This is an optimization exercise on Yosys and OpenROAD, whose aim is small area, a short achievable clock period and few clock cycles per item, not a production implementation.
At most, simulation tests tie the RTL to the original design; equivalence was not proved.
Power is estimated from default activity; no workload was simulated.

==> flow/design.v (excerpt) <==
module ekf_slam_core (
  input  logic          clk,
  input  logic          sys_rst,
  input  logic          i_stage_valid,
  input  logic [76:0]   i_stage_cmd,
  input  logic [31:0]   i_plb_dout,
  input  logic          i_nl_done,
  input  logic [191:0]  i_nl_result,
  output logic          o_stage_ready,
  output logic          o_plb_en,
  output logic          o_plb_we,
  output logic [31:0]   o_plb_addr,
  output logic [31:0]   o_plb_din,
  output logic          o_nl_init,
  output logic [2:0]    o_nl_stage,
  output logic [159:0]  o_nl_operand
);
  logic [2:0]  in_stage;
  logic [9:0]  in_lk;
  logic [31:0] in_rk, in_phi;
  assign in_stage = i_stage_cmd[76:74];
  assign in_lk    = i_stage_cmd[73:64];
  assign in_rk    = i_stage_cmd[63:32];
  assign in_phi   = i_stage_cmd[31:0];
  logic in_prd, in_new, in_upd, in_legal;
  assign in_prd   = (in_stage == 3'd1);
  assign in_new   = (in_stage == 3'd2);
  assign in_upd   = (in_stage == 3'd3);
  assign in_legal = in_prd | in_new | in_upd;
  logic [31:0] r0, r1, r2, r3;
  assign r0 = i_nl_result[191:160];
  assign r1 = i_nl_result[159:128];
  assign r2 = i_nl_result[127:96];
  assign r3 = i_nl_result[95:64];
  logic        nl_busy;
  logic        c_prd, c_new, c_upd;
  ...
For scale: about 1900 cells after synthesis, about 270 flip-flops, roughly 540 I/O pins, ~19000 um^2 of cells after synthesis.
export LEC_CHECK = 0
export CAP_MARGIN = 20
export CORE_MARGIN = 2
export CORE_UTILIZATION = 40
export CTS_BUF_LIST = sky130_fd_sc_hd__clkbuf_4 sky130_fd_sc_hd__clkbuf_8
export SETUP_SLACK_MARGIN = 1.5
export SLEW_MARGIN = 20
create_clock -name core_clock -period 5.0 [get_ports {clk}]
standard.sh (not shown) runs the stock make flow with config.mk's settings and CLKGATE_MAP_FILE= SYNTH_SCRIPT=/design/flow/synth_recipe.tcl, a recipe that flattens the netlist after the stock synthesis.
==> flow/flow/run.sh <==
#!/bin/bash
# Standard layout, with plain buffers (buf_1) on the ports in place of the
# delay buffers buffer_ports picks by default.
set -euo pipefail
export BUFFER_PORTS_ARGS="-buffer_cell sky130_fd_sc_hd__buf_1"
bash standard.sh > standard.log 2>&1
Testbench counts at the start, summed over its fixed seeds: cycles 11,126, commands 1,920.
Rerun with:
CTS_BUF_LIST = not set   (was sky130_fd_sc_hd__clkbuf_4 sky130_fd_sc_hd__clkbuf_8)
SETUP_SLACK_MARGIN = 1.2   (was 1.5)
What happened:
- The new run went through all stages and came out clean
- register-to-register slack loses 0.08 ns
- core utilization goes down by 5.6 points
- worst setup slack loses 0.045 ns
- final area goes down by 10%
- die area is unchanged
- routed wire length goes down by 5.0%
- fmax goes down by 1.2%
- via count goes down by 5.2%
Rerun with:
SETUP_SLACK_MARGIN = 2.0   (was 1.2)
Global-route usage increases by 2.6 points.
Design area increases by about a fifth.
Combinational power increases by a quarter to a third.
Routed wire length increases by roughly a tenth.
Via count increases by a little under a tenth.
Worst hold slack hardly moves.
Critical path depth increases by 8.
Rerun with:
SETUP_SLACK_MARGIN = 1.5   (was 2.0)
Outcome:
- final area went down by 9.4%
- via count went down by 3.8%
- routed wire length went down by 7.7%
- power went down by 0.38%
- synthesized cell count does not change
- maximum frequency went down by 0.86%

* * *

Setup of north:
Another version of the RTL of ekf_slam_core (not shown whole).
For scale: roughly 2100 cells after synthesis, about 270 flip-flops, ~540 I/O pins, ~19000 sq um of cells after synthesis.
clock: 5.0 ns
lec_check: 0
cap_margin: 20
core_margin: 2
core_utilization: 40
setup_slack_margin: 2.5
slew_margin: 20
run.sh (not shown) runs the stock make flow with config.mk's settings and CLKGATE_MAP_FILE= SYNTH_SCRIPT=/design/flow/synth_recipe.tcl, a recipe that flattens the netlist after the stock synthesis.
Stock flow here: none of the scripts above is used.
north completed end to end with timing, DRC and antenna clean.
Changes in south relative to north:
-- flow/config.mk --
<<< north, line 10
export CORE_UTILIZATION = 40
export SETUP_SLACK_MARGIN = 2.5
export SLEW_MARGIN = 20
>>> south, line 10
export CORE_UTILIZATION = 40
export SLEW_MARGIN = 20
--- outcome ---
Delta(non-clock buffer count, south - north) < 0. south vs. north: post-layout total power down 14%, number of cells on the worst reg-to-reg path up 1. south against north: number of antenna violations at the first check in global routing saw a decrease; slew at the pin with the worst max-slew slack saw a decrease; power in combinational cells saw a decrease; routed length on met2 saw a decrease. The run with more routed wire is north, not south. south vs. north: net load switching power fell by about 18%; first-pass iteration count of the detailed router down 1; average wire per cell in the routed design has decreased.
### south -> east
-- flow/config.mk --
<<< south, line 7
export LEC_CHECK = 0
export CAP_MARGIN = 20
>>> east, line 7
export LEC_CHECK = 0
export ABC_CLOCK_PERIOD_IN_PS = 3000
export CAP_MARGIN = 20
<<< south, line 10
export CORE_UTILIZATION = 40
export SLEW_MARGIN = 20
>>> east, line 11
export CORE_UTILIZATION = 40
export SETUP_SLACK_MARGIN = 1.5
export SLEW_MARGIN = 20
Results
east has completed all stages; timing, DRC and antenna checks passed. Met1 usage in global routing, south and east: lower on south. Total detailed-routing wirelength was higher in the run labelled east. east ends up with higher via count than south does. The critical path depth in cells number comes out higher for east vs south. Lower measured slew at the worst slew-check pin goes to south over east. Power in sequential cells essentially unchanged between east and south. east does worse than south on initial detailed-routing violation count. Measured against each other, south and east differ in power after layout, the higher figure coming from east. Setup slack: east more than south.
### east -> west
-- flow/config.mk --
<<< east, line 7
export LEC_CHECK = 0
export ABC_CLOCK_PERIOD_IN_PS = 3000
export CAP_MARGIN = 20
>>> west, line 7
export LEC_CHECK = 0
export CAP_MARGIN = 20
## What came out
east -> west: number of distinct library cells after synthesis delta 0, exact match. As far as global-route wire length before repair goes, east and west are indistinguishable; the numbers are identical. Status: number of nets still failing antenna checks after routing parity (west, east). Routed wire length came out exactly the same in west and east. From west to east, die area did not move at all. Between west and east, the difference in via count is negligible.
No run of this note included a check of the RTL's function; only the layout flow was run.

-- port drivers added, routing unchanged --
The results above use ideal ports. As a check the final layouts listed here were re-extracted and re-timed, cells and wires unchanged.
Step 1 (the two cells are an assumption about what drives the block):
set clk [get_ports {clk}]
set_driving_cell -lib_cell sky130_fd_sc_hd__clkbuf_16 $clk
set_driving_cell -lib_cell sky130_fd_sc_hd__buf_2 [delete_from_list [all_inputs] $clk]
Step 2 adds t to the input delays and takes it off the output delays; t is the mean of the earliest and latest rising clock arrival at the registers after step 1. Input paths then give back, and output paths get back, about the clock's delay inside the block.
Three values: ideal ports, drivers, drivers and shift; two values: the first two.
| run | shift t [ns] | setup WS [ns] | latest minus earliest clock arrival (ns) | worst data-port slew with drivers (ns) | pins driven straight from the clock port |
|---|---|---|---|---|---|
| the first run of note 1 | 0.685 | 1.232 / 1.182 / 0.944 | 0.033 / 0.033 | 0.09 | 1 |
| the second run of note 1 | 0.599 | 1.187 / 1.125 / 0.896 | 0.019 / 0.019 | 0.07 | 1 |
| the third run of note 1 | 0.604 | 1.324 / 1.324 / 1.052 | 0.031 / 0.030 | 0.11 | 1 |
| the fourth run of note 1 | 0.597 | 1.292 / 1.240 / 0.982 | 0.019 / 0.019 | 0.09 | 1 |
| north | 0.611 | 0.893 / 0.893 / 0.321 | 0.021 / 0.020 | 0.13 | 1 |
| south | 0.604 | 0.139 / 0.108 / -0.247 | 0.018 / 0.018 | 0.12 | 1 |
| east | 0.605 | 1.005 / 0.972 / 0.439 | 0.025 / 0.025 | 0.14 | 1 |
| west | 0.605 | 1.005 / 0.972 / 0.439 | 0.025 / 0.025 | 0.14 | 1 |
Met with ideal ports but missed after step 2: setup timing in south. For north, which loses most, drivers alone change the setup slack by 0.000 ns; drivers and shift together by -0.572 ns.
